Context: an optimization exercise on an open-source flow, tuned for small area. The choices shown serve that exercise and are no tape-out recipe. RTL that was checked went through simulation tests only; none was proved equivalent to the original. Only the layout flow was run in run 1; the RTL was not checked for function there. Power and IR drop assume default switching activity.

<file path="run.sh">
#!/bin/bash
# synth_recipe.tcl (not shown) runs the flow's synth.tcl, then flattens the netlist and writes it again
# the make line also repeats each setting of config.mk as NAME=value (left out here)
make -C /OpenROAD-flow-scripts/flow DESIGN_CONFIG=/design/flow/config.mk WORK_HOME=/design/flow/orfs CLKGATE_MAP_FILE= SYNTH_SCRIPT=/design/flow/synth_recipe.tcl finish
</file>
<file path="config.mk">
export PLATFORM = sky130hd
export DESIGN_NAME = udp_app_top
export DESIGN_NICKNAME = udp_app_top
export VERILOG_FILES = /design/flow/design.v
export SDC_FILE = /design/flow/constraint.sdc
export NUM_CORES = 4
export LEC_CHECK = 0
export CAP_MARGIN = 20
export CORE_MARGIN = 2
export CORE_UTILIZATION = 65
export CTS_BUF_LIST = sky130_fd_sc_hd__clkbuf_4
export PLACE_DENSITY = 0.72
export SLEW_MARGIN = 20
export SYNTH_HIERARCHICAL = 1
</file>
<file path="constraint.sdc">
create_clock -name core_clock -period 5.0 [get_ports {clk_25_out}]
set_input_delay 1.0000 -clock core_clock [delete_from_list [all_inputs] [get_ports {clk_25_out}]]
set_output_delay 1.0000 -clock core_clock [all_outputs]
set_load 0.01 [all_outputs]
</file>
<file path="design.v">
`timescale 1ns/1ps
package udp_app_pkg;
    typedef logic [7:0]  byte_t;      
    typedef logic [15:0] pkt_len_t;   
    typedef logic [31:0] pixel_t;     
    typedef logic [15:0] seq_t;       
    typedef struct packed {
        byte_t    data;
        logic     last;   
        pkt_len_t len;    
    } app_beat_t;
    typedef enum logic {IDLE, SEND} tx_state_t;
    typedef enum logic [1:0] {FREE, LOCK_MODE, LOCK_IMG, LOCK_LED} arb_state_t;
    localparam int       DEBOUNCE_CYCLES   = 16;   
    localparam int       DEBOUNCE_CNT_W    = $clog2(DEBOUNCE_CYCLES + 2);
    localparam byte_t    LED_CMD_TAG       = 8'hA5;
    localparam pkt_len_t LED_CMD_LEN       = 16'd4;
    localparam int       LED_PATTERNS      = 4;
    localparam int       LED_IDX_W         = $clog2(LED_PATTERNS);
    localparam pkt_len_t MODE_CMD_LEN      = 16'd2;
    localparam logic [15:0] MODE_CMD_A     = 16'h0001;
    localparam logic [15:0] MODE_CMD_B     = 16'h0003;
    localparam int       IMG_WORDS_PER_PKT = 4;
    localparam pkt_len_t IMG_PKT_LEN       = 16'd18;   
    localparam int       IMG_FIFO_DEPTH    = 16;
    localparam int       IMG_PTR_W         = $clog2(IMG_FIFO_DEPTH);
    localparam int       IMG_CNT_W         = IMG_PTR_W + 1;
endpackage
`timescale 1ns/1ps
module key_debounce (
    input  logic clk_25_out,
    input  logic key1,
    input  logic key,     
    output logic press    
);
    logic       key_meta;
    logic       key_sync;
    logic [4:0] cnt;
    always_ff @(posedge clk_25_out or negedge key1)
    begin
        if (!key1)
        begin
            key_meta <= 1'b1;
            key_sync <= 1'b1;
        end
        else
        begin
            key_meta <= key;
            key_sync <= key_meta;
        end
    end
    always_ff @(posedge clk_25_out or negedge key1)
    begin
        if (!key1)
            cnt <= '0;
        else if (key_sync)
            cnt <= '0;
        else if (cnt != 5'd18)
            cnt <= cnt + 1'b1;
    end
    assign press = (cnt == 5'd17);
endmodule
`timescale 1ns/1ps
`timescale 1ns/1ps
`timescale 1ns/1ps
`timescale 1ns/1ps
`timescale 1ns/1ps
module udp_app_top (
    input  logic                   clk_25_out,
    input  logic                   key1,             
    input  logic                   key2,             
    input  logic                   key3,             
    input  logic                   key4,             
    input  udp_app_pkg::pixel_t    img_word,
    input  logic                   img_word_valid,
    output logic                   img_word_ready,
    output udp_app_pkg::app_beat_t udp_tx,
    output logic                   udp_tx_valid,
    input  logic                   udp_tx_ready,
    output logic                   img_mode
);
    logic key2_press;
    logic key3_press;
    logic key4_press;
    key_debounce u_key2_db (.clk_25_out(clk_25_out), .key1(key1), .key(key2), .press(key2_press));
    key_debounce u_key3_db (.clk_25_out(clk_25_out), .key1(key1), .key(key3), .press(key3_press));
    key_debounce u_key4_db (.clk_25_out(clk_25_out), .key1(key1), .key(key4), .press(key4_press));
    logic [31:0] fifo_mem [16];
    logic [4:0]  wr_ptr;       
    logic [4:0]  rd_ptr;       
    logic        mode_pend;    
    logic        led_pend;
    logic        img_pend;
    logic        use_b;
    logic [1:0]  led_idx;
    logic [15:0] seq;
    logic [1:0]  lock;         
    logic [1:0]  cnt;          
    logic        dph;          
    logic free, g_mode, g_img, g_led, acc, last, toggle, push, pop, start;
    assign free   = (lock == 2'd0);
    assign g_mode = (lock == 2'd1) || (free && mode_pend);
    assign g_img  = (lock == 2'd2) || (free && !mode_pend && img_mode && img_pend);
    assign g_led  = (lock == 2'd3) || (free && !mode_pend && !img_mode && led_pend);
    assign udp_tx_valid = g_mode || g_img || g_led;
    assign acc    = udp_tx_valid && udp_tx_ready;
    always_comb
    begin
        if (g_img)
            last = dph && (cnt == 2'd1) && (rd_ptr[1:0] == 2'd3);
        else if (g_led)
            last = (cnt == 2'd3);
        else
            last = cnt[0];
    end
    assign toggle = key3_press && !img_pend;
    assign img_word_ready = !((wr_ptr[3:0] == rd_ptr[3:0]) && (wr_ptr[4] != rd_ptr[4]));
    assign push   = img_word_valid && img_word_ready && img_mode;
    assign pop    = acc && g_img && dph && (cnt == 2'd1);
    assign start  = (wr_ptr[4:2] != rd_ptr[4:2]);    
    logic [15:0]  wsel;
    logic [511:0] mem_flat;
    logic [31:0]  head;
    logic [7:0]   img_byte;
    always_comb
    begin
        for (int i = 0; i < 16; i++)
        begin
            wsel[i] = (rd_ptr[3:0] == 4'(i));
            mem_flat[32 * i +: 32] = fifo_mem[i];
        end
    end
    word_mux u_word_mux (.words(mem_flat), .sel(wsel), .word(head));
    always_comb
    begin
        case ({~cnt[1], cnt[0]})
            2'd0:    img_byte = head[31:24];
            2'd1:    img_byte = head[23:16];
            2'd2:    img_byte = head[15:8];
            default: img_byte = head[7:0];
        endcase
    end
    always_comb
    begin
        udp_tx.last = last;
        udp_tx.len  = {11'd0, g_img, 1'b0, g_led && !g_img, !g_led || g_img, 1'b0};
        if (g_img)
            udp_tx.data = dph ? img_byte : (cnt[0] ? seq[7:0] : seq[15:8]);
        else if (g_led)
            case (cnt)
                2'd0:    udp_tx.data = 8'hA5;
                2'd1:    udp_tx.data = 8'h01;
                2'd2:    udp_tx.data = {6'd0, led_idx};
                default: udp_tx.data = {6'h3f, ~led_idx};
            endcase
        else
            udp_tx.data = cnt[0] ? {6'd0, use_b, 1'b1} : 8'h00;
    end
    always_ff @(posedge clk_25_out)
    begin
        if (push)
            fifo_mem[wr_ptr[3:0]] <= img_word;
    end
    always_ff @(posedge clk_25_out or negedge key1)
    begin
        if (!key1)
        begin
            wr_ptr    <= '0;
            rd_ptr    <= '0;
            mode_pend <= 1'b0;
            led_pend  <= 1'b0;
            img_pend  <= 1'b0;
            use_b     <= 1'b0;
            led_idx   <= '0;
            seq       <= '0;
            img_mode  <= 1'b0;
            lock      <= '0;
            cnt       <= '0;
            dph       <= 1'b0;
        end
        else
        begin
            if (toggle)
            begin
                wr_ptr <= '0;
                rd_ptr <= '0;
            end
            else
            begin
                if (push)
                    wr_ptr <= wr_ptr + 1'b1;
                if (pop)
                    rd_ptr <= rd_ptr + 1'b1;
            end
            if (acc && last)
                lock <= 2'd0;
            else if (udp_tx_valid)
                lock <= g_mode ? 2'd1 : g_img ? 2'd2 : 2'd3;
            if (acc)
            begin
                cnt <= last ? 2'd0 : cnt + 1'b1;
                dph <= !last && (dph || cnt[0]);
            end
            if (!mode_pend)
                mode_pend <= key4_press;
            else if (acc && g_mode && last)
            begin
                mode_pend <= 1'b0;
                use_b     <= !use_b;
            end
            if (!led_pend)
            begin
                if (key2_press)
                begin
                    led_pend <= 1'b1;
                    led_idx  <= led_idx + 1'b1;
                end
            end
            else if (acc && g_led && last)
                led_pend <= 1'b0;
            if (!img_pend)
            begin
                if (toggle)
                begin
                    img_mode <= !img_mode;
                    if (!img_mode)
                        seq <= '0;
                end
                else if (img_mode && start)
                    img_pend <= 1'b1;
            end
            else if (acc && g_img && last)
            begin
                img_pend <= 1'b0;
                seq      <= seq + 1'b1;
            end
        end
    end
endmodule
module word_mux (
    input  logic [511:0] words,
    input  logic [15:0]  sel,
    output logic [31:0]  word
);
    logic [5:0] grp_n [32];
    for (genvar b = 0; b < 32; b++)
    begin : g_bit
        for (genvar g = 0; g < 5; g++)
        begin : g_grp
            aoi222 u_aoi (
                .a0(sel[3 * g]),     .b0(words[32 * (3 * g) + b]),
                .a1(sel[3 * g + 1]), .b1(words[32 * (3 * g + 1) + b]),
                .a2(sel[3 * g + 2]), .b2(words[32 * (3 * g + 2) + b]),
                .y(grp_n[b][g])
            );
        end
        assign grp_n[b][5] = !(sel[15] && words[32 * 15 + b]);
        assign word[b] = !(&grp_n[b]);
    end
endmodule
module aoi222 (
    input  logic a0, b0, a1, b1, a2, b2,
    output logic y
);
    assign y = !((a0 && b0) || (a1 && b1) || (a2 && b2));
endmodule
</file>
==> results.sh, run 1 <==
export IMPL_outcome="failed layout checks"
export IMPL_violations="negative setup slack"
export IMPL_final_max_slew_viol_count=0
export IMPL_fp_dieArea_um2=34900
export IMPL_multi_input_area_um2=4750
export IMPL_endpoint_kind="output port"
export IMPL_vdd_drop_max_mv=0.296
export IMPL_leakagePower_nw=8.57
export IMPL_cp_arrival_ns=4.12
export IMPL_synth_distinct_cells=62
export IMPL_slowest_stage="a222oi_1"
export IMPL_rsz0062_at_grt="yes"
export IMPL_core_area_um2=32700
export IMPL_core_rowCount=66
export IMPL_start_util=0.665
export IMPL_ys_flop_type="edfxtp_1"
export IMPL_cts_tree="built"
export IMPL_grt_ovfl_total=0
export IMPL_clock_skew_final_ns=0.0511
export IMPL_register_area_um2=16900
export IMPL_ant_nets=0
export IMPL_clock_path_buffers=3
export IMPL_layout_common_cells="edfxtp_1, clkbuf_4, a222oi_1"
export IMPL_cts_sinks=571
export IMPL_whs_ns=0.344
export IMPL_period_share=1.02
export IMPL_tns_ns=-0.261
export IMPL_max_freq_ghz=0.195
export IMPL_drc=0
export IMPL_hold_viol=0
export IMPL_grt_use_total=0.311
export IMPL_hold_buffers=0
export IMPL_layout_drive_gt1_share=0.236
export IMPL_path_cells="ha_4 -> and2_1 -> buf_12 -> a222oi_1 -> and3_1 -> nand4_1 -> a222oi_1 -> nor2_1 -> a21oi_2 -> o221ai_1 -> clkdlybuf4s50_1"
export IMPL_syn_avg_cell_area_um2=17.8
export IMPL_relSlewSlack=0.240
export IMPL_path_max_fanout=32
export IMPL_grt_pass1_vias=13300
export IMPL_cap_viol_max_count=0
export IMPL_critPathKind="flop to output port"
export IMPL_hold_path_class="primary input to asynchronous set/reset pin"
export IMPL_dr_first_iter_drc_count=2463
export IMPL_power_total_mw=11.0
export IMPL_fillCellCount=1930
export IMPL_cts_root_buf="clkbuf_4"
export IMPL_grt_pass1_wl_mm=80.4
export IMPL_p_per_area_nw_per_um2=436
export IMPL_startpoint="rd_ptr[1]"
export IMPL_dpl_cell_area_um2=23100
export IMPL_cp_common_cell="a222oi_1"
export IMPL_crit_required_ns=4.00
export IMPL_worst_pin_slew_ns=1.14
export IMPL_place_ws_ns=0.0392
export IMPL_num_io_pins=67
export IMPL_die_h_um=187
export IMPL_synthArstFlopShare=0.103
export IMPL_finalWeightedCongestion=0.849
export IMPL_num_vias=13756
export IMPL_clock_latency_ns=0.82
export IMPL_start_kind="flop"
export IMPL_layout_nets=1519
export IMPL_r2r_slack_ns=2.01
export IMPL_final_area_um2=25200
export IMPL_synthCells=1220
export IMPL_h_tree_depth=4
export IMPL_synth_seq_area_share=0.776
export IMPL_cts_buffers=141
export IMPL_routed_wl_mm=55.7
export IMPL_synthToLayoutAreaGrowth_pct=16.1
export IMPL_syn_area_um2=21700
export IMPL_slowest_delay_ns=0.56
export IMPL_yosysWarnings=11
export IMPL_setup_viol=3
export IMPL_final_common_cell="edfxtp_1"
export IMPL_hpwl_mm=30.3
export IMPL_cts_clk_slew_worst_paths_ns=0.07
export IMPL_grt_max_degree=60
export IMPL_dr_pass1_iters=9
export IMPL_die_w_um=187
export IMPL_antenna_found_initial=3
export IMPL_min_period_ns=5.12
export IMPL_viasPerCell=6.89
export IMPL_reg2reg_from="wr_ptr[2]"
export IMPL_synth_edff_count=512
export IMPL_wire_per_inst_um=27.9
export IMPL_layout_setup_ws_ns=-0.115
export IMPL_numPortBuffers=53
export IMPL_ys_ff_latch=571
metrics by stage:
stage / util / cells
finish: 0.772 / 1996
global route: 0.772 / 1995
detailed placement: 0.707 / 1738
global placement: 0.707 / 1738
CTS: 0.762 / 1976
floorplan: - / 1232
synth_stat cells, types with 5 or more instances:
cell	n	area [um2]
dfrtp_1	53	1330
nand2_1	62	233
xnor2_1	12	105
buf_4	18	135
and3_1	45	282
and4_1	5	43.8
inv_1	24	90.1
and2_1	16	100
mux2i_1	18	180
clkbuf_1	13	48.8
a222oi_1	168	1680
o221ai_1	6	52.6
ha_1	22	275
o21ai_0	14	70.1
edfxtp_1	512	15400
nand2b_1	8	50.1
xor2_1	9	78.8
nor2_1	29	109
nor2b_1	6	37.5
a21oi_1	20	100
nand3_1	19	95.1
buf_2	6	30.0
a31oi_1	14	87.6
nand4_1	39	244
dfstp_2	6	158
nand3b_1	5	37.5
power breakdown:
part | switching (mW) | total (mW) | leakage (nW) | internal [mW]
clock | 1.75 | 3.76 | 1.03 | 2.01
combinational | 1.12 | 1.91 | 2.20 | 0.788
sequential | 0.0857 | 5.34 | 5.33 | 5.25
cell type report:
| cell class | instances | share of cell area |
|---|---|---|
| flip-flops and latches | 571 | 0.668 |
| multi-input cells | 597 | 0.188 |
| clock buffers | 202 | 0.0601 |
| repair buffers | 123 | 0.0481 |
| well taps | 442 | 0.0219 |
| clock inverters | 34 | 0.00937 |
| inverters | 24 | 0.00357 |
| diodes | 3 | 0.000297 |
modules after synthesis (local to each module, per instance):
module        cell area (um2)  times used
aoi222                   10.0         160
key_debounce              353           3
udp_app_top             18500           1
word_mux                  554           1
state kept, by name (all words and copies together) (netlist names), 2 cells and up:
name           count
led_idx            2
seq               16
wr_ptr             5
u_key3_db.cnt      5
u_key2_db.cnt      5
rd_ptr             5
fifo_mem         512
lock               2
cnt                2
u_key4_db.cnt      5
critical path, delay by kind of cell (launching register included):
family,cells,cell delay [ns]
DFF,1,0.47
AOI/OAI and AO/OA,4,1.35
adders and majority gates,1,0.18
buffers and inverters,2,0.69
and+or+nand+nor,4,0.63
logic make-up (layout without fill, tap and decap cells):
group / after synthesis / after routing / share of synthesized area
AND/OR/NAND/NOR: 268 / 269 / 0.0745
AO/OA/AOI/OAI: 254 / 254 / 0.105
multiplexers: 18 / 18 / 0.00829
buffers and inverters: 65 / 383 / 0.0157
other: 1 / 16 / 0.000173
flip-flops: 571 / 571 / 0.776
adder cells (fa/ha/maj): 22 / 22 / 0.0127
XOR/XNOR: 21 / 21 / 0.00846
layer usage:
metal,global-route usage,vias up,share of wire
met2,0.493,1021,0.47
met1,0.432,6803,0.37
met5,0,-,0
met4,0.110,0,0.031
li1,-,5798,-
met3,0.0713,134,0.13
timing repair:
item | 4_1_cts | 5_1_grt
endpoints found under the setup margin | 8 | 7
buffers inserted | 2 | 10
gates resized for setup | 30 | 45
hold endpoints to repair | 0 | 0
cloned | 0 | 7
pin swaps | 25 | 42
final timing paths:
path,depth (start not counted),end
setup reg to reg,6,fifo_mem[4][11]
hold reg to reg,0,u_key3_db.key_sync
hold / removal,2,u_key2_db.cnt[4]
setup / recovery,11,udp_tx[21]
max in group asynchronous,2,rd_ptr[0]
min in group core_clock,0,u_key3_db.key_sync
==> run 2: changes to the inputs <==
--- a/design.v
+++ b/design.v
@@ -120,15 +120,5 @@
     assign start  = (wr_ptr[4:2] != rd_ptr[4:2]);    
-    logic [15:0]  wsel;
-    logic [511:0] mem_flat;
-    logic [31:0]  head;
-    logic [7:0]   img_byte;
-    always_comb
-    begin
-        for (int i = 0; i < 16; i++)
-        begin
-            wsel[i] = (rd_ptr[3:0] == 4'(i));
-            mem_flat[32 * i +: 32] = fifo_mem[i];
-        end
-    end
-    word_mux u_word_mux (.words(mem_flat), .sel(wsel), .word(head));
+    logic [31:0] head;
+    logic [7:0]  img_byte;
+    assign head = fifo_mem[rd_ptr[3:0]];
     always_comb
@@ -239,28 +229 @@
 endmodule
-module word_mux (
-    input  logic [511:0] words,
-    input  logic [15:0]  sel,
-    output logic [31:0]  word
-);
-    logic [5:0] grp_n [32];
-    for (genvar b = 0; b < 32; b++)
-    begin : g_bit
-        for (genvar g = 0; g < 5; g++)
-        begin : g_grp
-            aoi222 u_aoi (
-                .a0(sel[3 * g]),     .b0(words[32 * (3 * g) + b]),
-                .a1(sel[3 * g + 1]), .b1(words[32 * (3 * g + 1) + b]),
-                .a2(sel[3 * g + 2]), .b2(words[32 * (3 * g + 2) + b]),
-                .y(grp_n[b][g])
-            );
-        end
-        assign grp_n[b][5] = !(sel[15] && words[32 * 15 + b]);
-        assign word[b] = !(&grp_n[b]);
-    end
-endmodule
-module aoi222 (
-    input  logic a0, b0, a1, b1, a2, b2,
-    output logic y
-);
-    assign y = !((a0 && b0) || (a1 && b1) || (a2 && b2));
-endmodule
--- a/config.mk
+++ b/config.mk
@@ -9,6 +9,3 @@
 export CORE_MARGIN = 2
-export CORE_UTILIZATION = 65
-export CTS_BUF_LIST = sky130_fd_sc_hd__clkbuf_4
-export PLACE_DENSITY = 0.72
+export CORE_UTILIZATION = 40
 export SLEW_MARGIN = 20
-export SYNTH_HIERARCHICAL = 1
==> run 2 against run 1 <==
Compared with the run above: now clean on timing, DRC and antenna; clock power grew 11%; clock-buffer cell count is 139 lower; fmax up 6.5%; design area increased by 6.4%; first-iteration DRC count is 40% lower; cell count rose by 11%; sequential power rose by 3%; non-clock buffer count shrank 24; sequential share of layout area fell by 4.0 points; utilization is 31 points lower; synthesized area up 7.9%; worst setup slack better by 0.31 ns; critical endpoint is now udp_tx[18]; highest routed layer is now met5.
==> results.sh, run 2 <==
export IMPL_outcome="complete, no violations"
export IMPL_reg2reg_from="rd_ptr[3]"
export IMPL_leakagePower_nw=8.80
export IMPL_r2r_slack_ns=1.38
export IMPL_synth_compound_area_frac=0.0473
export IMPL_min_period_ns=4.80
export IMPL_grt_max_degree=44
export IMPL_yosysMostFrequentCell="edfxtp_1"
export IMPL_synthXorXnorAreaFrac=0.0134
export IMPL_cts_root_buf="clkbuf_16"
export IMPL_yosysWarnings=2
export IMPL_p_per_area_nw_per_um2=473
export IMPL_grt_use_total=0.194
export IMPL_hpwl_mm=35.5
export IMPL_worstHoldStart="u_key4_db.key_meta"
export IMPL_h_tree_depth=2
export IMPL_register_area_um2=16900
export IMPL_cts_sinks=571
export IMPL_die_w_um=246
export IMPL_synth_top_family_by_area="multiplexers"
export IMPL_largest_reg_flops=512
export IMPL_core_rowCount=88
export IMPL_endpoint_kind="output port"
export IMPL_start_kind="flop"
export IMPL_grt_pass1_vias=12155
export IMPL_synthAdderAreaFrac=0.0112
export IMPL_final_core_util=0.465
export IMPL_syn_avg_cell_area_um2=17.9
export IMPL_layout_drive_gt1_share=0.188
export IMPL_vdd_drop_max_mv=0.283
export IMPL_cts_clk_slew_worst_paths_ns=0.06
export IMPL_holdPathStages=0
export IMPL_clock_skew_final_ns=0.0256
export IMPL_hold_buffers=0
export IMPL_finalWeightedCongestion=0.874
export IMPL_fp_dieArea_um2=60600
export IMPL_clock_path_buffers=3
export IMPL_final_common_cell="edfxtp_1"
export IMPL_cts_buffers=56
export IMPL_crit_required_ns=4.00
export IMPL_top_layer_used="met5"
export IMPL_synth_top_cell_area_share=0.655
export IMPL_ys_flop_type="edfxtp_1"
export IMPL_r2r_end="fifo_mem[6][30]"
export IMPL_hold_viol=0
export IMPL_path_max_fanout=12
export IMPL_synth_top_area_cell="edfxtp_1"
export IMPL_cap_viol_max_count=0
export IMPL_numPortBuffers=53
export IMPL_num_vias=12457
export IMPL_synth_edff_count=512
export IMPL_synth_commonest_cells="edfxtp_1, mux4_2, mux2i_1"
export IMPL_worst_pin_slew_ns=0.966
export IMPL_relSlewSlack=0.354
export IMPL_viasPerCell=5.62
export IMPL_antenna_found_initial=4
export IMPL_tns_ns=0
export IMPL_period_share=0.961
export IMPL_wire_per_inst_um=26.5
export IMPL_grt_ovfl_total=0
export IMPL_wl_met2_mm=26.9
export IMPL_synth_seq_area_share=0.719
export IMPL_multi_input_area_um2=6160
export IMPL_start_util=0.406
export IMPL_fillCellCount=4897
export IMPL_final_max_slew_viol_count=0
export IMPL_ys_ff_latch=571
export IMPL_rsz0062_at_grt="no"
export IMPL_dr_pass1_iters=6
export IMPL_synth_distinct_cells=75
export IMPL_max_freq_ghz=0.208
export IMPL_dr_first_iter_drc_count=1490
export IMPL_synthSimpleGateAreaFrac=0.0556
export IMPL_routed_wl_mm=58.6
export IMPL_rr_worst_depth=7
export IMPL_die_h_um=246
export IMPL_wl_met1_mm=25.7
export IMPL_startpoint="lock[0]"
export IMPL_layout_common_cells="edfxtp_1, mux4_2, mux2i_1"
export IMPL_whs_endpoint="u_key4_db.key_sync"
export IMPL_cts_tree="built"
export IMPL_clock_latency_ns=0.63
export IMPL_ant_nets=0
export IMPL_setup_viol=0
export IMPL_hold_path_class="flop to flop"
export IMPL_num_io_pins=67
export IMPL_drc=0
export IMPL_cp_arrival_ns=3.80
export IMPL_dr_wl_met3_mm=4.44
export IMPL_synth_top_cells_by_area="edfxtp_1, mux4_2, dfrtp_1"
export IMPL_synthMuxAreaShare=0.128
export IMPL_synthCells=1314
export IMPL_synthArstFlopShare=0.103
export IMPL_critPathKind="flop to output port"
export IMPL_synthToLayoutAreaGrowth_pct=14.4
export IMPL_syn_area_um2=23500
export IMPL_core_area_um2=57800
export IMPL_grt_pass1_wl_mm=85.0
export IMPL_layout_nets=1465
## run 2: cell families after synthesis
family                   count (synthesis)
AO/OA/AOI/OAI                          150
other                                    1
buffers and inverters                  101
flip-flops                             571
XOR/XNOR                                36
AND/OR/NAND/NOR                        252
multiplexers                           182
adder cells (fa/ha/maj)                 21
## run 2: report_power, final
part / leakage, nW / internal, mW / total [mW] / switching (mW)
clock: 0.885 / 2.37 / 4.19 / 1.82
combinational: 2.57 / 1.33 / 2.99 / 1.66
sequential: 5.34 / 5.26 / 5.51 / 0.251
## run 2: how the worst max path moves through the flow
stage | to | slack [ns] | cells past startpoint
after floorplan | fifo_mem[0][0] | 0.83 | 4
after global placement | udp_tx[19] | 0.67 | 6
after detailed placement | udp_tx[20] | 0.68 | 7
after CTS | udp_tx[20] | 0.005 | 7
after global routing | udp_tx[24] | 0.11 | 6
final | udp_tx[18] | 0.20 | 7
## run 2: per-layer routing
layer,track usage,vias up
met4,0.0569,6
met3,0.0425,96
met5,0,-
li1,-,5433
met2,0.293,456
met1,0.282,6466
## run 2: layout make-up
| cell class | instances | area share |
|---|---|---|
| inverter | 23 | 0.00322 |
| antenna | 1 | 0.0000932 |
| timing repair buffer | 99 | 0.0357 |
| clock buffer | 63 | 0.0532 |
| multi-input combinational | 654 | 0.229 |
| clock inverter | 39 | 0.0145 |
| sequential | 571 | 0.628 |
| tap | 765 | 0.0356 |
## run 2: per-stage QoR
step / instance area [um2] / total power, mW / std cells / worst slack (ns) / hold WS (ns)
finish: 26900 / 12.7 / 2215 / 0.196 / 0.355
global route: 26800 / 13.2 / 2214 / 0.115 / 0.363
CTS: 26800 / 12.7 / 2212 / 0.00478 / 0.356
detailed placement: 25000 / 8.53 / 2110 / 0.680 / 0.347
global placement: 25000 / 8.54 / 2110 / 0.666 / 0.347
floorplan: 23500 / 7.54 / 1326 / 0.827 / 0.345
## run 2: critical path, cell delays in order (launching register included)
cell and delay, ns:
dfrtp_1 0.60, or2_0 0.17, o31a_1 0.45, inv_2 0.21, a222oi_1 0.77, and4_1 0.31
a21oi_1 0.15, clkdlybuf4s50_1 0.53
## run 2: what timing repair did
action | 4_1_cts | 5_1_grt
resized for setup | 0 | 2
endpoints found under the setup margin | 0 | 5
endpoints found under the hold margin | 0 | 0
buffers inserted | 0 | 2
==> run 3: changes to the inputs <==
--- a/design.v
+++ b/design.v
@@ -38,2 +38,3 @@
     logic [4:0] cnt;
+    logic       nxt;
     always_ff @(posedge clk_25_out or negedge key1)
@@ -50,2 +51,27 @@
         end
+    end
+    always_comb
+    begin
+        case (cnt)
+            5'b00000:  nxt = 1'b1;
+            5'b00001:  nxt = 1'b1;
+            5'b00011:  nxt = 1'b0;
+            5'b00110:  nxt = 1'b0;
+            5'b01100:  nxt = 1'b1;
+            5'b11001:  nxt = 1'b0;
+            5'b10010:  nxt = 1'b0;
+            5'b00100:  nxt = 1'b1;
+            5'b01001:  nxt = 1'b1;
+            5'b10011:  nxt = 1'b1;
+            5'b00111:  nxt = 1'b0;
+            5'b01110:  nxt = 1'b1;
+            5'b11101:  nxt = 1'b0;
+            5'b11010:  nxt = 1'b1;
+            5'b10101:  nxt = 1'b1;
+            5'b01011:  nxt = 1'b1;
+            5'b10111:  nxt = 1'b1;
+            5'b01111:  nxt = 1'b1;
+            5'b11111:  nxt = 1'b1;
+            default: nxt = 1'bx;
+        endcase
     end
@@ -57,6 +83,6 @@
             cnt <= '0;
-        else if (cnt != 5'd18)
-            cnt <= cnt + 1'b1;
-    end
-    assign press = (cnt == 5'd17);
+        else
+            cnt <= {cnt[3:0], nxt};
+    end
+    assign press = (cnt == 5'b01111);
 endmodule
@@ -120,5 +146,15 @@
     assign start  = (wr_ptr[4:2] != rd_ptr[4:2]);    
-    logic [31:0] head;
-    logic [7:0]  img_byte;
-    assign head = fifo_mem[rd_ptr[3:0]];
+    logic [15:0]  wsel;
+    logic [511:0] mem_flat;
+    logic [31:0]  head;
+    logic [7:0]   img_byte;
+    always_comb
+    begin
+        for (int i = 0; i < 16; i++)
+        begin
+            wsel[i] = (rd_ptr[3:0] == 4'(i));
+            mem_flat[32 * i +: 32] = fifo_mem[i];
+        end
+    end
+    word_mux u_word_mux (.words(mem_flat), .sel(wsel), .word(head));
     always_comb
@@ -229 +265,28 @@
 endmodule
+module word_mux (
+    input  logic [511:0] words,
+    input  logic [15:0]  sel,
+    output logic [31:0]  word
+);
+    logic [5:0] grp_n [32];
+    for (genvar b = 0; b < 32; b++)
+    begin : g_bit
+        for (genvar g = 0; g < 5; g++)
+        begin : g_grp
+            aoi222 u_aoi (
+                .a0(sel[3 * g]),     .b0(words[32 * (3 * g) + b]),
+                .a1(sel[3 * g + 1]), .b1(words[32 * (3 * g + 1) + b]),
+                .a2(sel[3 * g + 2]), .b2(words[32 * (3 * g + 2) + b]),
+                .y(grp_n[b][g])
+            );
+        end
+        assign grp_n[b][5] = !(sel[15] && words[32 * 15 + b]);
+        assign word[b] = !(&grp_n[b]);
+    end
+endmodule
+module aoi222 (
+    input  logic a0, b0, a1, b1, a2, b2,
+    output logic y
+);
+    assign y = !((a0 && b0) || (a1 && b1) || (a2 && b2));
+endmodule
==> flow/run.sh (new file) <==
#!/bin/bash
# The standard layout, with every port buffered by a plain buf_1 instead of
# the delay-cell buffer buffer_ports picks by default.
set -euo pipefail
export BUFFER_PORTS_ARGS="-buffer_cell sky130_fd_sc_hd__buf_1"
bash standard.sh > layout.log 2>&1
==> standard.sh (new file) <==
#!/bin/bash
# synth_recipe.tcl (not shown) runs the flow's synth.tcl, then flattens the netlist and writes it again
# the make line also repeats each setting of config.mk as NAME=value (left out here)
make -C /OpenROAD-flow-scripts/flow DESIGN_CONFIG=/design/flow/config.mk WORK_HOME=/design/flow/orfs CLKGATE_MAP_FILE= SYNTH_SCRIPT=/design/flow/synth_recipe.tcl "${@:-finish}"
--- a/config.mk
+++ b/config.mk
@@ -9,3 +9,9 @@
 export CORE_MARGIN = 2
-export CORE_UTILIZATION = 40
+export CORE_UTILIZATION = 60
+export CTS_BUF_LIST = sky130_fd_sc_hd__clkbuf_8
+export CTS_CLUSTER_DIAMETER = 50
+export CTS_CLUSTER_SIZE = 18
+export PLACE_DENSITY = 0.68
+export SETUP_SLACK_MARGIN = 0.1
 export SLEW_MARGIN = 20
+export SYNTH_HIERARCHICAL = 1
removed: run.sh
==> run 3 against run 2 <==
Compared with the run above: first-iteration DRC count grew 39%; fmax down 1.6%; sequential cell count stayed put; global-route usage rose by 9.5 points.
==> results.sh, run 3 <==
export IMPL_hold_viol=0
export IMPL_crit_required_ns=4.00
export IMPL_grt_ovfl_total=0
export IMPL_period_share=0.976
export IMPL_layout_common_cells="edfxtp_1, a222oi_1, nand2_1"
export IMPL_synth_top_cell_area_share=0.719
export IMPL_synth_top_area_cell="edfxtp_1"
export IMPL_hold_path_class="flop to flop"
export IMPL_relSlewSlack=0.271
export IMPL_rsz0062_at_grt="yes"
export IMPL_cts_buffers=47
export IMPL_final_max_slew_viol_count=0
export IMPL_syn_area_um2=21400
export IMPL_grt_pass1_wl_mm=76.9
export IMPL_cts_root_buf="clkbuf_8"
export IMPL_grt_use_total=0.289
export IMPL_clock_path_buffers=3
export IMPL_worst_pin_slew_ns=1.09
export IMPL_drc=0
export IMPL_leakagePower_nw=7.63
export IMPL_cap_viol_max_count=0
export IMPL_start_util=0.606
export IMPL_min_period_ns=4.88
export IMPL_routed_wl_mm=54.3
export IMPL_dr_pass1_iters=10
export IMPL_antenna_found_initial=3
export IMPL_syn_avg_cell_area_um2=17.9
export IMPL_num_io_pins=67
export IMPL_synth_top_cells_by_area="edfxtp_1, a222oi_1, dfrtp_1"
export IMPL_final_area_um2=23600
export IMPL_finalWeightedCongestion=0.804
export IMPL_reg2reg_from="wr_ptr[2]"
export IMPL_cts_tree="built"
export IMPL_die_w_um=193
export IMPL_viasPerCell=6.95
export IMPL_cts_sinks=571
export IMPL_yosysWarnings=11
export IMPL_synth_commonest_cells="edfxtp_1, a222oi_1, nand2_1"
export IMPL_endpoint_kind="output port"
export IMPL_tns_ns=0
export IMPL_clock_latency_ns=0.65
export IMPL_final_common_cell="edfxtp_1"
export IMPL_path_max_fanout=19
export IMPL_synth_seq_area_share=0.788
export IMPL_num_vias=12629
export IMPL_power_total_mw=9.76
export IMPL_fillCellCount=2333
export IMPL_cts_clk_slew_worst_paths_ns=0.10
export IMPL_layout_drive_gt1_share=0.145
export IMPL_core_rowCount=69
export IMPL_wire_per_inst_um=29.8
export IMPL_dpl_cell_area_um2=22300
export IMPL_ys_flop_type="edfxtp_1"
export IMPL_cp_common_cell="a222oi_1"
export IMPL_core_area_um2=35300
export IMPL_clock_skew_final_ns=0.0241
export IMPL_max_freq_ghz=0.205
export IMPL_layout_nets=1377
export IMPL_dr_first_iter_drc_count=2070
export IMPL_outcome="complete, no violations"
export IMPL_path_cells="inv_1 -> ha_2 -> and2_4 -> buf_8 -> a222oi_1 -> and3_1 -> nand4_1 -> a222oi_1 -> nor2_1 -> a21oi_2 -> o221ai_1 -> buf_1"
export IMPL_ant_nets=0
export IMPL_synthToLayoutAreaGrowth_pct=10.5
export IMPL_h_tree_depth=2
export IMPL_slowest_delay_ns=0.72
export IMPL_vdd_drop_max_mv=0.442
export IMPL_synthArstFlopShare=0.103
export IMPL_hpwl_mm=29.4
export IMPL_yosysMostFrequentCell="edfxtp_1"
export IMPL_synthCells=1193
export IMPL_p_per_area_nw_per_um2=413
export IMPL_synth_edff_count=512
export IMPL_ys_ff_latch=571
export IMPL_setup_viol=0
export IMPL_critPathKind="flop to output port"
export IMPL_whs_ns=0.361
export IMPL_numPortBuffers=53
export IMPL_startpoint="rd_ptr[0]"
export IMPL_fp_dieArea_um2=37200
export IMPL_worstHoldStart="u_key2_db.key_meta"
export IMPL_synth_distinct_cells=59
export IMPL_die_h_um=193
export IMPL_cp_arrival_ns=3.88
export IMPL_start_kind="flop"
export IMPL_slowest_stage="a222oi_1"
export IMPL_grt_pass1_vias=12073
export IMPL_largest_reg_flops=512
export IMPL_grt_max_degree=60
[run 3: changes by cell type in the layout (fill, tap and decap cells not counted), moves of 27 or more]
cell and change:
mux4_2 -93, buf_1 +51, clkdlybuf4s50_1 -52, clkbuf_16 -55, clkbuf_8 +49, a222oi_1 +167
mux2i_1 -58, nand3_1 -27
[run 3: report_power, final]
group | leakage (nW) | switching (mW) | total [mW] | internal, mW
clock | 0.489 | 1.61 | 2.70 | 1.09
combinational | 1.81 | 1.08 | 1.73 | 0.652
sequential | 5.33 | 0.0832 | 5.33 | 5.24
[run 3: Yosys stat by module (local to each module, per instance)]
module | area, um2 | times used | flops+latches | cells
word_mux | 554 | 1 | 0 | 99
aoi222 | 10.0 | 160 | 0 | 1
key_debounce | 235 | 3 | 7 | 18
udp_app_top | 18500 | 1 | 550 | 880
[run 3: path summary, 6_finish.rpt]
kind,end,slack [ns],cells past startpoint
worst max register to register,fifo_mem[7][23],1.96,6
max in group asynchronous,rd_ptr[0],3.93,2
worst min register to register,u_key2_db.key_sync,0.36,0
worst max-delay path,udp_tx[20],0.12,12
worst min-delay path,u_key2_db.key_sync,0.36,0
min in group asynchronous,u_key4_db.cnt[2],0.51,2
[run 3: what timing repair did]
action / in CTS / in global routing
resized for setup: 27 / 30
cloned: 0 / 5
hold buffers: 0 / 0
pin swaps: 9 / 22
endpoints found under the hold margin: 0 / 0
setup buffers: 0 / 11
endpoints found under the setup margin: 8 / 8
[run 3: layout make-up]
cell class	instances	area (um2)	area share
Multi-Input combinational cell	576	4420	0.187
Clock inverter	30	295	0.0125
Timing Repair Buffer	108	712	0.0301
Tap cell	461	577	0.0244
Antenna cell	2	5.00	0.000212
Sequential cell	571	16900	0.714
Clock buffer	49	674	0.0285
Inverter	21	78.8	0.00334
[run 3: layer usage]
layer,GRT usage,vias up,part of all wire
met2,0.477,774,0.49
met3,0.0449,99,0.11
li1,-,5373,-
met5,0,-,0.00020
met1,0.396,6381,0.38
met4,0.0984,2,0.024
[run 3: critical path, delay by kind of cell, from the launching register on]
| kind | cells | cell delay, ns |
|---|---|---|
| buffers and inverters | 3 | 0.44 |
| flip-flops | 1 | 0.45 |
| AO/OA/AOI/OAI | 4 | 1.44 |
| adder cells (fa/ha/maj) | 1 | 0.25 |
| AND/OR/NAND/NOR | 4 | 0.65 |
[run 3: logic make-up (layout without fill, tap and decap cells)]
kind of cell               count (synthesis)  count (layout)  share of synthesized area
DFF                                      571             571                      0.788
xor gates and xnor gates                  12              12                    0.00491
and+or+nand+nor                          259             263                     0.0687
other                                      1              15                   0.000175
adders and majority gates                 13              13                    0.00761
buffers and inverters                     62             208                     0.0154
AOI/OAI and AO/OA                        257             257                      0.106
muxes                                     18              18                    0.00843
[run 3: metrics by stage]
| step | cells | setup WS [ns] | utilization |
|---|---|---|---|
| after floorplan | 1205 | 1.05 | - |
| after global placement | 1721 | 0.427 | 0.633 |
| after detailed placement | 1721 | 0.450 | 0.633 |
| after CTS | 1800 | 0.100 | 0.662 |
| after global routing | 1818 | 0.0168 | 0.669 |
| final | 1818 | 0.118 | 0.669 |
==> run 4: changes to the inputs <==
--- a/config.mk
+++ b/config.mk
@@ -10,5 +10,5 @@
 export CORE_UTILIZATION = 60
-export CTS_BUF_LIST = sky130_fd_sc_hd__clkbuf_8
-export CTS_CLUSTER_DIAMETER = 50
-export CTS_CLUSTER_SIZE = 18
+export CTS_BUF_LIST = sky130_fd_sc_hd__clkbuf_16
+export CTS_CLUSTER_DIAMETER = 60
+export CTS_CLUSTER_SIZE = 30
 export PLACE_DENSITY = 0.68
==> run 4 against run 3 <==
Compared with the run above: routed wire length down 2.6%; clock power grew 21%; synthesized area is the same; clock-buffer cell count is 11 lower; sequential cell count is the same; via count fell by 0.91%; largest cell class unchanged; largest power group unchanged; highest routed layer is now met4.
==> results.sh, run 4 <==
export IMPL_dr_pass1_iters=7
export IMPL_wire_per_inst_um=29.6
export IMPL_ys_flop_type="edfxtp_1"
export IMPL_num_io_pins=67
export IMPL_drc=0
export IMPL_cts_sinks=571
export IMPL_rsz0062_at_grt="yes"
export IMPL_period_share=0.976
export IMPL_largest_reg_flops=512
export IMPL_clock_path_buffers=3
export IMPL_clock_latency_ns=0.58
export IMPL_start_util=0.606
export IMPL_hold_viol=0
export IMPL_grt_pass1_wl_mm=77.2
export IMPL_grt_ovfl_total=0
export IMPL_yosysWarnings=11
export IMPL_critPathKind="flop to output port"
export IMPL_final_area_um2=23700
export IMPL_viasPerCell=7.00
export IMPL_layout_drive_gt1_share=0.121
export IMPL_clock_skew_final_ns=0.0282
export IMPL_num_vias=12514
export IMPL_worst_pin_slew_ns=1.13
export IMPL_routed_wl_mm=52.9
export IMPL_layout_nets=1352
export IMPL_synth_edff_count=512
export IMPL_outcome="complete, no violations"
export IMPL_syn_avg_cell_area_um2=17.9
export IMPL_final_core_util=0.671
export IMPL_grt_pass1_vias=12145
export IMPL_rr_worst_depth=6
export IMPL_p_per_area_nw_per_um2=432
export IMPL_cts_buffers=36
export IMPL_leakagePower_nw=7.67
export IMPL_final_common_cell="edfxtp_1"
export IMPL_numPortBuffers=53
export IMPL_dpl_cell_area_um2=22300
export IMPL_synth_seq_area_share=0.788
export IMPL_die_w_um=193
export IMPL_worstHoldStart="u_key2_db.key_meta"
export IMPL_synth_top_area_cell="edfxtp_1"
export IMPL_start_kind="flop"
export IMPL_dr_first_iter_drc_count=1779
export IMPL_endpoint_kind="output port"
export IMPL_fp_dieArea_um2=37200
export IMPL_hold_buffers=0
export IMPL_ys_ff_latch=571
export IMPL_holdPathStages=0
export IMPL_die_h_um=193
export IMPL_path_max_fanout=22
export IMPL_vdd_drop_max_mv=0.415
export IMPL_relSlewSlack=0.248
export IMPL_synth_commonest_cells="edfxtp_1, a222oi_1, nand2_1"
export IMPL_h_tree_depth=2
export IMPL_whs_endpoint="u_key2_db.key_sync"
export IMPL_synthCells=1193
export IMPL_crit_required_ns=4.00
export IMPL_grt_max_degree=60
export IMPL_setup_viol=0
export IMPL_hold_path_class="flop to flop"
export IMPL_cts_clk_slew_worst_paths_ns=0.08
export IMPL_synth_top_cells_by_area="edfxtp_1, a222oi_1, dfrtp_1"
export IMPL_hpwl_mm=29.4
export IMPL_synthToLayoutAreaGrowth_pct=10.8
export IMPL_synthArstFlopShare=0.103
export IMPL_cap_viol_max_count=0
export IMPL_synth_distinct_cells=59
export IMPL_yosysMostFrequentCell="edfxtp_1"
export IMPL_ant_nets=0
export IMPL_syn_area_um2=21400
export IMPL_layout_common_cells="edfxtp_1, a222oi_1, nand2_1"
export IMPL_antenna_found_initial=1
export IMPL_tns_ns=0
export IMPL_r2r_end="fifo_mem[7][30]"
export IMPL_reg2reg_from="wr_ptr[2]"
export IMPL_r2r_slack_ns=1.98
export IMPL_finalWeightedCongestion=0.804
export IMPL_fillCellCount=2308
export IMPL_min_period_ns=4.88
export IMPL_cp_arrival_ns=3.88
export IMPL_max_freq_ghz=0.205
export IMPL_core_area_um2=35300
export IMPL_synth_top_cell_area_share=0.719
export IMPL_final_max_slew_viol_count=0
export IMPL_cts_tree="built"
export IMPL_core_rowCount=69
export IMPL_grt_use_total=0.290
export IMPL_cts_root_buf="clkbuf_16"
export IMPL_whs_ns=0.359
==> run 4: changes by cell type in the layout (fill, tap and decap cells not counted), sizes merged <==
cell,before,now
and2,20,17
buf,106,96
clkbuf,51,39
clkinv,12,8
clkinvlp,4,3
diode,2,1
inv,33,34
==> run 4: per-module statistics from Yosys (local to each module, per instance) <==
| module | flops+latches | area (um2) | times used |
|---|---|---|---|
| udp_app_top | 550 | 18500 | 1 |
| aoi222 | 0 | 10.0 | 160 |
| key_debounce | 7 | 235 | 3 |
| word_mux | 0 | 554 | 1 |
==> run 4: kinds of logic after synthesis <==
logic type / synth area share
adders and majority gates: 0.00761
other: 0.000175
and+or+nand+nor: 0.0687
buffers and inverters: 0.0154
DFF: 0.788
AOI/OAI and AO/OA: 0.106
xor gates and xnor gates: 0.00491
muxes: 0.00843
==> run 4: worst max-delay path, cell delays in order, from the launching register on <==
cell and delay (ns):
dfrtp_2 0.43, inv_1 0.08, ha_1 0.25, and3_2 0.33
buf_6 0.23, a222oi_1 0.45, nand4_1 0.19, a222oi_1 0.72
nor2_1 0.11, a21oi_2 0.21, o221ai_1 0.15, buf_1 0.15
==> run 4: cell type report <==
cell class | instances | area [um2] | area share
sequential | 571 | 16900 | 0.711
multi-input combinational | 573 | 4360 | 0.184
clock buffer | 38 | 951 | 0.0401
tap | 461 | 577 | 0.0243
timing repair buffer | 97 | 549 | 0.0232
clock inverter | 26 | 323 | 0.0136
inverter | 21 | 78.8 | 0.00333
antenna | 1 | 2.50 | 0.000106
==> run 4: worst max path at each step <==
stage / slack [ns] / cells after the start / start / endpoint
after floorplan: 1.05 / 3 / img_word_valid / fifo_mem[1][0]
after global placement: 0.43 / 12 / rd_ptr[0] / udp_tx[20]
after detailed placement: 0.45 / 12 / rd_ptr[0] / udp_tx[20]
after CTS: 0.09 / 12 / rd_ptr[0] / udp_tx[20]
after global routing: 0.02 / 12 / rd_ptr[0] / udp_tx[20]
final: 0.12 / 11 / rd_ptr[0] / udp_tx[20]
==> run 4: what timing repair did <==
action	4_1_cts	5_1_grt
setup endpoints to repair	8	8
pin swaps	6	11
buffers inserted	0	1
resized for setup	15	17
gates cloned	0	1
==> run 4: where the power goes <==
part	total, mW	internal [mW]	switching (mW)
sequential	5.33	5.24	0.0843
clock	3.27	1.59	1.69
combinational	1.64	0.603	1.04
==> run 4: metrics by stage <==
step	instances	setup slack [ns]	power, mW
after global placement	1721	0.427	6.97
final	1788	0.119	10.2
after detailed placement	1721	0.450	7.00
after floorplan	1205	1.05	6.35
after global routing	1788	0.0246	10.6
after CTS	1785	0.0893	10.2
==> run 4: layer usage <==
layer	GRT usage	wire length (um)
met5	0	0
met3	0.0535	5530
met2	0.477	25900
met1	0.397	20000
met4	0.0919	1360
==> run 5: changes to the inputs <==
==> flow/run.sh (replaced) <==
#!/bin/bash
# The standard layout (the standard.sh, standard synthesis included) with
# two changes: every port is buffered by a plain buf_1 instead of the
# delay-cell buffer buffer_ports picks by default, and clock tree synthesis
# adds no dummy load cells.
set -euo pipefail
export BUFFER_PORTS_ARGS="-buffer_cell sky130_fd_sc_hd__buf_1"
export CTS_ARGS="-sink_clustering_enable -repair_clock_nets -sink_clustering_size 18 -sink_clustering_max_diameter 50 -buf_list sky130_fd_sc_hd__clkbuf_8 -dont_use_dummy_load"
bash standard.sh > layout.log 2>&1
--- a/config.mk
+++ b/config.mk
@@ -10,5 +10,5 @@
 export CORE_UTILIZATION = 60
-export CTS_BUF_LIST = sky130_fd_sc_hd__clkbuf_16
-export CTS_CLUSTER_DIAMETER = 60
-export CTS_CLUSTER_SIZE = 30
+export CTS_BUF_LIST = sky130_fd_sc_hd__clkbuf_8
+export CTS_CLUSTER_DIAMETER = 50
+export CTS_CLUSTER_SIZE = 18
 export PLACE_DENSITY = 0.68
==> run 5 against run 4 <==
Compared with the run above: clock-buffer cell count increased by 9; worst setup slack got worse by 0.0084 ns; cell count barely moved; non-clock buffer count increased by 14; first-iteration DRC count increased by 8.8%; sequential cell count is the same; via count is 0.38% higher; clock skew increased by 0.021 ns.
==> results.sh, run 5 <==
export IMPL_cts_clk_slew_worst_paths_ns=0.07
export IMPL_grt_pass1_vias=12032
export IMPL_path_max_fanout=6
export IMPL_drc=0
export IMPL_hold_buffers=0
export IMPL_outcome="complete, no violations"
export IMPL_worstHoldStart="u_key2_db.key_meta"
export IMPL_synthAdderAreaFrac=0.00761
export IMPL_place_ws_ns=0.450
export IMPL_whs_ns=0.358
export IMPL_hpwl_mm=29.4
export IMPL_viasPerCell=7.03
export IMPL_synth_seq_area_share=0.788
export IMPL_synth_edff_count=512
export IMPL_die_w_um=193
export IMPL_max_freq_ghz=0.205
export IMPL_synthArstFlopShare=0.103
export IMPL_yosysWarnings=11
export IMPL_cap_viol_max_count=0
export IMPL_largest_reg_flops=512
export IMPL_antenna_found_initial=3
export IMPL_numPortBuffers=53
export IMPL_worst_pin_slew_ns=1.10
export IMPL_layout_setup_ws_ns=0.110
export IMPL_synth_top_family_by_area="compound AO/OA/AOI/OAI gates"
export IMPL_wire_per_inst_um=30.2
export IMPL_layout_drive_gt1_share=0.130
export IMPL_start_util=0.606
export IMPL_core_rowCount=69
export IMPL_syn_avg_cell_area_um2=17.9
export IMPL_final_common_cell="edfxtp_1"
export IMPL_synth_top_cell_area_share=0.719
export IMPL_synth_top_cells_by_area="edfxtp_1, a222oi_1, dfrtp_1"
export IMPL_grt_use_total=0.287
export IMPL_ys_ff_latch=571
export IMPL_cts_tree="built"
export IMPL_critPathKind="flop to output port"
export IMPL_grt_ovfl_total=0
export IMPL_clock_path_buffers=3
export IMPL_endpoint_kind="output port"
export IMPL_leakagePower_nw=7.50
export IMPL_period_share=0.978
export IMPL_synth_distinct_cells=59
export IMPL_synth_top_area_cell="edfxtp_1"
export IMPL_fp_dieArea_um2=37200
export IMPL_min_period_ns=4.89
export IMPL_ant_nets=0
export IMPL_crit_required_ns=4.00
export IMPL_clock_latency_ns=0.65
export IMPL_layout_common_cells="edfxtp_1, a222oi_1, nand2_1"
export IMPL_num_io_pins=67
export IMPL_routed_wl_mm=54.0
export IMPL_cts_buffers=47
export IMPL_h_tree_depth=2
export IMPL_startpoint="rd_ptr[1]"
export IMPL_fillCellCount=2361
export IMPL_synthXorXnorAreaFrac=0.00491
export IMPL_p_per_area_nw_per_um2=397
export IMPL_final_max_slew_viol_count=0
export IMPL_vdd_drop_max_mv=0.430
export IMPL_num_vias=12562
export IMPL_synthToLayoutAreaGrowth_pct=9.16
export IMPL_ys_flop_type="edfxtp_1"
export IMPL_synthCells=1193
export IMPL_reg2reg_from="wr_ptr[2]"
export IMPL_die_h_um=193
export IMPL_hold_viol=0
export IMPL_clock_skew_final_ns=0.0490
export IMPL_synthSimpleGateAreaFrac=0.0687
export IMPL_cts_root_buf="clkbuf_8"
export IMPL_layout_nets=1378
export IMPL_yosysMostFrequentCell="edfxtp_1"
export IMPL_final_core_util=0.661
export IMPL_hold_path_class="flop to flop"
export IMPL_grt_max_degree=60
export IMPL_dr_pass1_iters=9
export IMPL_tns_ns=0
export IMPL_syn_area_um2=21400
export IMPL_finalWeightedCongestion=0.804
export IMPL_cp_arrival_ns=3.89
export IMPL_core_area_um2=35300
export IMPL_setup_viol=0
export IMPL_start_kind="flop"
export IMPL_cts_sinks=571
export IMPL_synthMuxAreaShare=0.00843
export IMPL_dr_first_iter_drc_count=1935
export IMPL_synth_compound_area_frac=0.106
export IMPL_synth_commonest_cells="edfxtp_1, a222oi_1, nand2_1"
export IMPL_grt_pass1_wl_mm=76.5
export IMPL_relSlewSlack=0.269
export IMPL_rsz0062_at_grt="no"
## run 5: area by class of cell
class	instances	area, um2	share of cell area
Antenna cell	2	5.00	0.000214
Clock buffer	47	647	0.0277
Inverter	21	78.8	0.00338
Multi-Input combinational cell	574	4420	0.189
Sequential cell	571	16900	0.722
Tap cell	461	577	0.0247
Timing Repair Buffer	111	751	0.0322
## run 5: what timing repair did
| action | 4_1_cts | 5_1_grt |
|---|---|---|
| pin swaps | 9 | 18 |
| endpoints found under the setup margin | 8 | 8 |
| endpoints found under the hold margin | 0 | 0 |
| gates resized for setup | 22 | 38 |
| buffers inserted | 0 | 14 |
| cloned | 0 | 3 |
## run 5: cells by family after synthesis
family          after synthesis
compound gates              257
xor+xnor                     12
fa+ha+maj                    13
buf+inv                      62
flops                       571
mux                          18
other cells                   1
simple gates                259
## run 5: worst max-delay path, cell delays in order, from the launching register on
cell      delay (ns)
dfrtp_2         0.45
buf_4           0.17
ha_4            0.18
and2_4          0.24
buf_6           0.19
a222oi_1        0.35
and3_1          0.24
nand4_1         0.16
a222oi_1        0.66
nor2_1          0.11
a21oi_2         0.21
o221ai_1        0.15
buf_1           0.15
## run 5: worst paths after layout
kind	endpoint	cells past startpoint	slack, ns
max reg2reg	fifo_mem[7][23]	6	1.99
min in group asynchronous	u_key4_db.cnt[2]	2	0.51
max	udp_tx[20]	12	0.11
min reg2reg	u_key2_db.key_sync	0	0.36
max in group asynchronous	rd_ptr[1]	2	3.90
min	u_key2_db.key_sync	0	0.36
## run 5: power by group
| group | internal (mW) | switching, mW |
|---|---|---|
| logic | 0.658 | 1.07 |
| clock network | 0.840 | 1.37 |
| registers | 5.24 | 0.0876 |
| total | 6.74 | 2.53 |
## run 5: per-stage QoR
step	std cells	power (mW)	cell area, um2
after floorplan	1205	6.35	21400
after global placement	1721	6.97	22300
after detailed placement	1721	7.00	22300
after CTS	1768	9.18	23000
after global routing	1787	9.58	23300
final	1787	9.27	23300
## run 5: metal layers
layer,vias up,GRT usage,share of wire
met3,119,0.0478,0.10
met2,750,0.475,0.49
met1,6347,0.391,0.38
li1,5344,-,-
met5,-,0,0.00020
met4,2,0.101,0.029
## run 5: Yosys stat by module, one instance, submodules excluded
module | copies in the design | cell area, um2
aoi222 | 160 | 10.0
key_debounce | 3 | 235
udp_app_top | 1 | 18500
word_mux | 1 | 554
==> run 6: changes to the inputs <==
==> config.mk (replaced) <==
export PLATFORM = sky130hd
export DESIGN_NAME = udp_app_top
export DESIGN_NICKNAME = udp_app_top
export VERILOG_FILES = /design/flow/design.v
export SDC_FILE = /design/flow/constraint.sdc
export NUM_CORES = 4
export LEC_CHECK = 0
export CAP_MARGIN = 10
export CORE_MARGIN = 2
export CORE_UTILIZATION = 68
export PLACE_DENSITY = 0.76
export SETUP_SLACK_MARGIN = 0.1
export SLEW_MARGIN = 10
export SYNTH_HIERARCHICAL = 1
==> run 6 against run 5 <==
Compared with the run above: clock power is 2% lower; clock skew is 0.013 ns higher; synthesized cell count stayed put; critical path depth is 1 lower; critical endpoint is now udp_tx[18]; utilization is 8.6 points higher; synthesized area stayed put.
==> results.sh, run 6 <==
export IMPL_fp_dieArea_um2=32900
export IMPL_numPortBuffers=53
export IMPL_cts_clk_slew_worst_paths_ns=0.07
export IMPL_grt_pass1_vias=12226
export IMPL_cts_buffers=45
export IMPL_swShare=0.270
export IMPL_synth_distinct_cells=59
export IMPL_crit_family="compound AO/OA/AOI/OAI gates"
export IMPL_clock_latency_ns=0.63
export IMPL_period_share=0.960
export IMPL_cts_root_buf="clkbuf_8"
export IMPL_fin_cells=1702
export IMPL_cts_sinks=571
export IMPL_place_inst=1650
export IMPL_critPathKind="flop to output port"
export IMPL_cap_viol_max_count=0
export IMPL_grt_max_degree=39
export IMPL_layout_common_cells="edfxtp_1, a222oi_1, nand2_1"
export IMPL_worst_pin_slew_ns=1.16
export IMPL_net_switching_power_mw=2.47
export IMPL_yosysMostFrequentCell="edfxtp_1"
export IMPL_path_cells="nor2b_1 -> and2_2 -> buf_4 -> a222oi_1 -> and3_1 -> nand4_1 -> a222oi_1 -> and2_1 -> o22ai_1 -> a21o_1 -> buf_1"
export IMPL_cp_arrival_ns=3.80
export IMPL_p_per_area_nw_per_um2=398
export IMPL_start_util=0.695
export IMPL_dr_first_iter_drc_count=2450
export IMPL_outcome="complete, no violations"
export IMPL_hold_viol=0
export IMPL_clock_path_buffers=3
export IMPL_synth_top_cells_by_area="edfxtp_1, a222oi_1, dfrtp_1"
export IMPL_synth_top_area_cell="edfxtp_1"
export IMPL_grt_use_met3=0.0762
export IMPL_h_tree_depth=2
export IMPL_antenna_found_initial=2
export IMPL_endpoint_kind="output port"
export IMPL_slowest_stage="a222oi_1"
export IMPL_vdd_drop_max_mv=0.328
export IMPL_syn_avg_cell_area_um2=17.9
export IMPL_die_h_um=181
export IMPL_hold_path_class="flop to flop"
export IMPL_leakagePower_nw=7.37
export IMPL_use_met2=0.476
export IMPL_layout_drive_gt1_share=0.109
export IMPL_final_common_cell="edfxtp_1"
export IMPL_cp_common_cell="a222oi_1"
export IMPL_synth_seq_area_share=0.788
export IMPL_ant_nets=0
export IMPL_cts_tree="built"
export IMPL_wire_per_inst_um=30.0
export IMPL_pwr_share_seq=0.582
export IMPL_grt_ovfl_total=0
export IMPL_dr_pass1_iters=7
export IMPL_synthToLayoutAreaGrowth_pct=7.48
export IMPL_crit_required_ns=4.00
export IMPL_hpwl_mm=29.9
export IMPL_power_frac_comb=0.182
export IMPL_viasPerCell=7.39
export IMPL_clkPwrFrac=0.236
export IMPL_crit_buf_inv=2
export IMPL_whs_ns=0.361
export IMPL_num_io_pins=67
export IMPL_slowest_delay_ns=0.69
export IMPL_hold_buffers=0
export IMPL_top_usage_layer="met2"
export IMPL_synth_edff_count=512
export IMPL_clock_skew_final_ns=0.0619
export IMPL_min_period_ns=4.80
export IMPL_synth_commonest_cells="edfxtp_1, a222oi_1, nand2_1"
export IMPL_p_int_mw=6.68
export IMPL_syn_area_um2=21400
export IMPL_die_w_um=181
export IMPL_max_freq_ghz=0.208
export IMPL_synth_top_cell_area_share=0.719
export IMPL_synthCells=1193
export IMPL_drc=0
export IMPL_num_vias=12574
export IMPL_core_area_um2=30700
export IMPL_synthArstFlopShare=0.103
export IMPL_grt_use_total=0.317
export IMPL_grt_pass1_wl_mm=76.1
export IMPL_finalWeightedCongestion=0.842
export IMPL_routed_wl_mm=51.1
export IMPL_tns_ns=0
export IMPL_setup_viol=0
export IMPL_path_max_fanout=12
export IMPL_power_total_mw=9.15
export IMPL_core_rowCount=64
export IMPL_grt_use_met1=0.463
export IMPL_rsz0062_at_grt="no"
export IMPL_layout_nets=1359
export IMPL_start_kind="flop"
export IMPL_final_core_util=0.747
export IMPL_ys_flop_type="edfxtp_1"
export IMPL_relSlewSlack=0.223
export IMPL_yosysWarnings=11
export IMPL_largest_reg_flops=512
export IMPL_final_max_slew_viol_count=0
export IMPL_ys_ff_latch=571
run 6: final timing paths:
check	slack, ns	end	cells past startpoint	from
hold reg to reg	0.36	u_key3_db.key_sync	0	u_key3_db.key_meta
hold / removal	0.36	u_key3_db.key_sync	0	u_key3_db.key_meta
min in group asynchronous	0.51	u_key4_db.cnt[0]	1	key1
setup reg to reg	1.39	fifo_mem[7][20]	4	wr_ptr[2]
max in group asynchronous	3.52	u_key3_db.key_meta	2	key1
setup / recovery	0.20	udp_tx[18]	11	rd_ptr[2]
run 6: cell type report:
type                       count  area, um2
sequential                   571      16900
fill                        1764       7760
multi-input combinational    572       4330
clock buffer                  45        619
timing repair buffer          96        592
tap                          396        495
inverter                      21       78.8
antenna                        1       2.50
run 6: per-module statistics from Yosys (local to each module, per instance):
module,cells,flip-flops and latches
aoi222,1,0
word_mux,99,0
udp_app_top,880,550
key_debounce,18,7
run 6: worst register-to-register path, delay by kind of cell (launching register included):
kind | cells | cell delay (ns)
XOR/XNOR | 1 | 0.33
AND/OR/NAND/NOR | 2 | 1.30
AO/OA/AOI/OAI | 1 | 0.84
flip-flops | 1 | 0.72
run 6: repair_timing:
item,in CTS,in global routing
gates resized for setup,15,15
buffers inserted,0,6
pin swaps,5,12
endpoints found under the setup margin,8,6
run 6: kinds of logic (layout without fill, tap and decap cells):
kind of cell	count (synthesis)	after routing	synth area share
buf+inv	62	162	0.0154
compound gates	257	257	0.106
fa+ha+maj	13	13	0.00761
flops	571	571	0.788
other cells	1	14	0.000175
simple gates	259	259	0.0687
xor+xnor	12	12	0.00491
mux	18	18	0.00843
run 6: routing by layer:
layer | share of wire | wire, um
met1 | 0.38 | 19400
met5 | 0.00031 | 16
met3 | 0.13 | 6640
met2 | 0.46 | 23500
met4 | 0.032 | 1640
run 6: per-stage QoR:
| stage | instance area, um2 | setup WS [ns] |
|---|---|---|
| after floorplan | 21400 | 1.05 |
| after global placement | 22300 | 0.508 |
| after detailed placement | 22300 | 0.461 |
| after CTS | 22900 | 0.103 |
| after global routing | 23000 | 0.103 |
| final | 23000 | 0.199 |
run 6: power groups by stage:
stage | clock [mW] | sequential [mW] | combinational, mW
finish | 2.16 | 5.32 | 1.67
global route | 2.33 | 5.33 | 1.76
CTS | 2.18 | 5.32 | 1.59
detailed placement | 0 | 5.43 | 1.58
global placement | 0 | 5.42 | 1.55
floorplan | 0 | 5.39 | 0.955
==> run 7: changes to the inputs <==
--- a/design.v
+++ b/design.v
@@ -125,3 +125,3 @@
     logic        dph;          
-    logic free, g_mode, g_img, g_led, acc, last, toggle, push, pop, start;
+    logic free, g_mode, g_img, g_led, acc, last, toggle, push, pop, start, img_end, mode_end, led_end;
     assign free   = (lock == 2'd0);
@@ -145,2 +145,5 @@
     assign pop    = acc && g_img && dph && (cnt == 2'd1);
+    assign img_end  = acc && g_img && last;
+    assign mode_end = acc && g_mode && last;
+    assign led_end  = acc && g_led && last;
     assign start  = (wr_ptr[4:2] != rd_ptr[4:2]);    
@@ -208,14 +211,4 @@
         begin
-            if (toggle)
-            begin
-                wr_ptr <= '0;
-                rd_ptr <= '0;
-            end
-            else
-            begin
-                if (push)
-                    wr_ptr <= wr_ptr + 1'b1;
-                if (pop)
-                    rd_ptr <= rd_ptr + 1'b1;
-            end
+            wr_ptr <= toggle ? 5'd0 : wr_ptr + {4'd0, push};
+            rd_ptr <= toggle ? 5'd0 : rd_ptr + {4'd0, pop};
             if (acc && last)
@@ -246,2 +239,3 @@
                 led_pend <= 1'b0;
+            seq <= (toggle && !img_mode) ? 16'd0 : seq + {15'd0, img_end};
             if (!img_pend)
@@ -249,7 +243,3 @@
                 if (toggle)
-                begin
                     img_mode <= !img_mode;
-                    if (!img_mode)
-                        seq <= '0;
-                end
                 else if (img_mode && start)
@@ -257,7 +247,4 @@
             end
-            else if (acc && g_img && last)
-            begin
+            else if (img_end)
                 img_pend <= 1'b0;
-                seq      <= seq + 1'b1;
-            end
         end
--- a/config.mk
+++ b/config.mk
@@ -9,4 +9,4 @@
 export CORE_MARGIN = 2
-export CORE_UTILIZATION = 68
-export PLACE_DENSITY = 0.76
+export CORE_UTILIZATION = 75
+export PLACE_DENSITY = 0.82
 export SETUP_SLACK_MARGIN = 0.1
==> run 7 against run 6 <==
Compared with the run above: clock skew is 0.021 ns lower; hold slack hardly changed; first-iteration DRC count is 9.6% lower; non-clock buffer count is 4 higher; routed wire length is 4.3% lower; combinational power is 4% higher; total power hardly changed; global-route usage is 2.5 points higher.
==> results.sh, run 7 <==
export IMPL_yosysWarnings=11
export IMPL_cts_tree="built"
export IMPL_routed_wl_mm=49.0
export IMPL_grt_max_degree=60
export IMPL_synth_edff_count=512
export IMPL_place_inst=1586
export IMPL_cap_viol_max_count=0
export IMPL_rsz0062_at_grt="no"
export IMPL_clock_latency_ns=0.60
export IMPL_layout_drive_gt1_share=0.114
export IMPL_ant_nets=0
export IMPL_final_area_um2=22700
export IMPL_r2r_end="fifo_mem[12][4]"
export IMPL_outcome="complete, no violations"
export IMPL_num_io_pins=67
export IMPL_synth_seq_area_share=0.805
export IMPL_synthToLayoutAreaGrowth_pct=8.30
export IMPL_synth_distinct_cells=45
export IMPL_core_area_um2=27600
export IMPL_p_per_area_nw_per_um2=403
export IMPL_ys_ff_latch=571
export IMPL_wire_per_inst_um=29.8
export IMPL_die_w_um=171
export IMPL_num_vias=12315
export IMPL_grt_use_total=0.342
export IMPL_leakagePower_nw=7.21
export IMPL_crit_end="udp_tx[19]"
export IMPL_cts_clk_slew_worst_paths_ns=0.08
export IMPL_clock_path_buffers=3
export IMPL_dpl_cell_area_um2=22000
export IMPL_vdd_drop_max_mv=0.268
export IMPL_finalWeightedCongestion=0.841
export IMPL_critPathKind="flop to output port"
export IMPL_synth_commonest_cells="edfxtp_1, a222oi_1, nor2_1"
export IMPL_crit_required_ns=4.00
export IMPL_synthArstFlopShare=0.103
export IMPL_syn_area_um2=20900
export IMPL_dr_first_iter_drc_count=2214
export IMPL_final_common_cell="edfxtp_1"
export IMPL_yosysMostFrequentCell="edfxtp_1"
export IMPL_endpoint_kind="output port"
export IMPL_hold_buffers=0
export IMPL_clock_skew_final_ns=0.0408
export IMPL_final_max_slew_viol_count=0
export IMPL_startpoint="rd_ptr[3]"
export IMPL_die_h_um=171
export IMPL_drc=0
export IMPL_hpwl_mm=27.3
export IMPL_relSlewSlack=0.238
export IMPL_dr_pass1_iters=8
export IMPL_antenna_found_initial=1
export IMPL_min_period_ns=4.83
export IMPL_h_tree_depth=2
export IMPL_place_ws_ns=0.545
export IMPL_setup_viol=0
export IMPL_layout_setup_ws_ns=0.167
export IMPL_cp_arrival_ns=3.83
export IMPL_core_rowCount=61
export IMPL_grt_pass1_vias=12231
export IMPL_synth_top_cell_area_share=0.734
export IMPL_path_max_fanout=15
export IMPL_whs_ns=0.362
export IMPL_fin_cells=1641
export IMPL_hold_path_class="flop to flop"
export IMPL_start_kind="flop"
export IMPL_syn_avg_cell_area_um2=18.3
export IMPL_synth_top_area_cell="edfxtp_1"
export IMPL_antenna_cells=0
export IMPL_hold_viol=0
export IMPL_r2r_slack_ns=1.60
export IMPL_cts_root_buf="clkbuf_8"
## run 7: what timing repair did
action	in CTS	in global routing
endpoints found under the setup margin	8	7
resized for setup	8	7
pin swaps	1	2
gates cloned	1	0
buffers inserted	0	11
## run 7: through the flow
stage                     power (mW)  TNS (ns)
after floorplan                 6.36     -8.16
after global placement          6.98         0
after detailed placement        7.03         0
after CTS                       9.02         0
after global routing            9.41         0
final                           9.14         0
## run 7: cell families (layout without fill, tap and decap cells)
| logic type | count (synthesis) | count (layout) | synth area share |
|---|---|---|---|
| other | 1 | 13 | 0.000179 |
| adders and majority gates | 12 | 12 | 0.00717 |
| and+or+nand+nor | 260 | 261 | 0.0648 |
| buffers and inverters | 47 | 153 | 0.0125 |
| muxes | 9 | 9 | 0.00430 |
| AOI/OAI and AO/OA | 217 | 217 | 0.0947 |
| DFF | 571 | 571 | 0.805 |
| xor gates and xnor gates | 27 | 27 | 0.0113 |
## run 7: where the power goes
part	switching (mW)	internal (mW)	leakage, nW
Combinational	1.11	0.627	1.54
Sequential	0.0996	5.24	5.37
Clock	1.31	0.756	0.302
## run 7: worst min-delay path by stage
stage | start | endpoint | cells past startpoint
after floorplan | u_key2_db.key_meta | u_key2_db.key_sync | 0
after global placement | u_key3_db.key_meta | u_key3_db.key_sync | 0
after detailed placement | u_key3_db.key_meta | u_key3_db.key_sync | 0
after CTS | u_key4_db.key_meta | u_key4_db.key_sync | 0
after global routing | u_key4_db.key_meta | u_key4_db.key_sync | 0
final | u_key4_db.key_meta | u_key4_db.key_sync | 0
## run 7: area by class of cell
type	count	area, um2
Multi-Input combinational cell	539	4110
Fill cell	1362	4950
Sequential cell	571	16900
Clock buffer	42	578
Tap cell	378	473
Timing Repair Buffer	100	607
Inverter	11	41.3
## run 7: per-module statistics from Yosys, one instance, submodules excluded
module | times used | area (um2)
udp_app_top | 1 | 18100
word_mux | 1 | 554
aoi222 | 160 | 10.0
key_debounce | 3 | 235
## run 7: worst max-delay path, cell delays in order (launching register included)
cell and delay [ns]:
dfrtp_2 0.53, nand2b_4 0.29, nor2_4 0.18, buf_4 0.19
a222oi_1 0.40, and3_1 0.22, nand4_1 0.20, a222oi_1 0.45
nor2_1 0.13, a21oi_1 0.33, o221ai_1 0.19, buf_1 0.15
## run 7: layer usage
| layer | global-route usage | share of wire |
|---|---|---|
| met1 | 0.449 | 0.34 |
| met2 | 0.552 | 0.48 |
| met3 | 0.0842 | 0.14 |
| met4 | 0.157 | 0.043 |
| met5 | 0 | 0.00027 |

Re-timed with assumed drivers on the ports (clkbuf_16 on the clock, buf_2 on other inputs), run 7 has 0.120 ns of setup slack against 0.167 ns with ideal ports, and 0.746 ns once port delays also move by the mid clock arrival of 0.626 ns.
